This design comes from an exercise in tuning for small area on the open sky130 flow, not from production work. The RTL was checked by simulation tests, not by an equivalence proof against the original design. Power is estimated from default activity; no workload was simulated.

== JK ==
## decode_cycle
module decode_cycle
(
  input  logic        clk,
  input  logic        rst,
  input  logic [31:0] InstrD,
  input  logic [31:0] PCD,
  input  logic [31:0] PCPlus4D,
  input  logic        FlushE,
  input  logic        RegWriteW,
  input  logic [4:0]  RdW,
  input  logic [31:0] ResultW,
  output logic        RegWriteE,
  output logic [1:0]  ResultSrcE,
  output logic        MemWriteE,
  output logic        JumpE,
  output logic        BranchE,
  output logic [2:0]  ALUControlE,
  output logic        ALUSrcE,
  output logic [31:0] RD1E,
  output logic [31:0] RD2E,
  output logic [31:0] ImmExtE,
  output logic [4:0]  Rs1E,
  output logic [4:0]  Rs2E,
  output logic [4:0]  RdE,
  output logic [31:0] PCE,
  output logic [31:0] PCPlus4E
);
For scale: about 2400 cells after synthesis, about 1100 flip-flops, about 320 I/O pins.
export LEC_CHECK = 0
export CAP_MARGIN = 20
export CORE_MARGIN = 2
export CORE_UTILIZATION = 55
export SETUP_SLACK_MARGIN = 0.3
export SLEW_MARGIN = 20
export SYNTH_HIERARCHICAL = 1
create_clock -name core_clock -period 5.0 [get_ports {clk}]
standard.sh (not shown) runs the stock make flow with config.mk's settings and CLKGATE_MAP_FILE= SYNTH_SCRIPT=/design/flow/synth_recipe.tcl, a recipe that flattens the netlist after the stock synthesis.
==> flow/flow/run.sh <==
#!/bin/bash
# Standard ORFS layout (the standard.sh), with two changes after the
# standard synthesis: port buffers are sky130_fd_sc_hd__buf_1 instead of the
# delay cell buffer_ports picks, and the clock tree uses clkbuf_8 clusters of
# up to 14 sinks without dummy loads.
set -uo pipefail
bash standard.sh synth > make_synth.log 2>&1 || exit 1
bash standard.sh \
  "BUFFER_PORTS_ARGS=-buffer_cell sky130_fd_sc_hd__buf_1" \
  "CTS_ARGS=-sink_clustering_enable -repair_clock_nets -dont_use_dummy_load -buf_list sky130_fd_sc_hd__clkbuf_8 -sink_clustering_size 14 -sink_clustering_max_diameter 70" \
  finish > make_finish.log 2>&1 || exit 1
Both conditions hold for JK: the flow ran to the end and the final layout passed the timing, design-rule and antenna checks.
Changes in MS relative to JK:
- swapping 55 for 50 in CORE_UTILIZATION
- putting PLACE_DENSITY at 0.75 where nothing was set
- swapping 0.3 for 0.2 in SETUP_SLACK_MARGIN
--- a/flow/flow/run.sh
+++ b/flow/flow/run.sh
@@ -5 +5 @@
-# up to 14 sinks without dummy loads.
+# up to 16 sinks without dummy loads.
@@ -10 +10 @@
-  "CTS_ARGS=-sink_clustering_enable -repair_clock_nets -dont_use_dummy_load -buf_list sky130_fd_sc_hd__clkbuf_8 -sink_clustering_size 14 -sink_clustering_max_diameter 70" \
+  "CTS_ARGS=-sink_clustering_enable -repair_clock_nets -dont_use_dummy_load -buf_list sky130_fd_sc_hd__clkbuf_8 -sink_clustering_size 16 -sink_clustering_max_diameter 80" \
## What came out
- No stage failed in MS, and the final checks on the layout all came back clean.
- Cmp MS vs JK: later-pin clock latency in the skew report higher in MS
- Comparing the two runs side by side, MS comes out behind JK on worst hold slack.
- In the flow results for MS and JK, the area added between synthesis and finish is smaller on MS.
- Changes observed in MS relative to JK: fraction of standard cell area that is sequential shows an increase of 0.46 points, highest fanout seen on the critical path went up 5, post-place setup slack fell by 0.040 ns.
- Summary of MS over JK: area of the die moved up; TritonCTS buffer count shows a reduction of 11%.
- | reported leakage power | higher: JK |
- Between MS and JK, the number of gates resized after CTS is higher for JK.
Here is what was changed in the inputs of AL compared with MS.
- CORE_UTILIZATION changed from 50 to 60
- PLACE_DENSITY changed from 0.75 to 0.8
Findings:
Changes observed in AL relative to MS: slew at the pin closest to its max-slew limit closely matched the old numbers, final wirelength decreased by 5800 um relative to the old numbers, logic gate share of total power decreased by 0.2 points relative to the old numbers.
Here is what was changed in the inputs of TR compared with AL.
- swapping 60 for 65 in CORE_UTILIZATION
- clearing PLACE_DENSITY, which used to be 0.8
--- outcome ---
Final non-filler cell total in TR is 3.2% below AL.
TR vs AL: share of the core filled with cells up in TR
On combinational power share, TR and AL are basically level.
Diff TR and AL: total wire length after detailed routing higher in AL
On post-placement worst setup slack, TR tracks AL almost exactly.
Area added between synthesis and finish sits lower in TR than in AL.
Delta (TR minus AL): final area -350 sq um, count of plain and timing-repair buffers -6.6%, clock group share of total power ~0 delta.
Inputs modified between TR and PW:
- CORE_UTILIZATION changed from 65 to 60
[summary]
From TR to PW the numbers moved as follows: core utilization dropped 5.3 points; global placement routability congestion dropped about 7%; area added between synthesis and finish climbed 0.67 points. Compared with TR, in PW share of power burned in registers roughly the same, cell-internal power barely changed, total detailed-routing wirelength moved up. Re final critical delay including setup and external delays: TR was higher than PW. Delta (PW minus TR): final area increased by 0.61% relative to the old numbers; worst setup slack increased by 0.11 ns relative to the old numbers; count of vias placed by the detailed router closely matched the old numbers; total power consumption of the routed design closely matched the old numbers.

## afterwards: timing with drivers on the ports
The flow's constraints put no driver on any port. The routed layouts listed below were extracted and timed again, unchanged, in two steps.
Step 1 assumes that a clkbuf_16 drives the clock port and a buf_2 every other input.
Step 2 also shifts input and output timing later by t, the mid clock arrival at the registers, as if the neighbouring blocks saw the same clock.
a / b / c = ideal ports / drivers / drivers and shift; a / b = the first two.
run | t, ns | setup WS [ns] | worst setup path at the end | slew at the worst register clock pin (ns) | cell pins on the clock port's net
JK | 0.784 | 0.261 / 0.194 / 0.978 | register to output | 0.11 / 0.11 | 1
MS | 0.795 | 0.159 / 0.091 / 0.887 | register to output | 0.11 / 0.11 | 1
AL | 0.772 | 0.135 / 0.067 / 0.839 | register to output | 0.11 / 0.11 | 1
TR | 0.764 | 0.067 / 0.002 / 0.766 | register to output | 0.11 / 0.11 | 1
PW | 0.782 | 0.175 / 0.105 / 0.887 | register to output | 0.11 / 0.11 | 1
After both steps setup and hold are still met in every run listed.
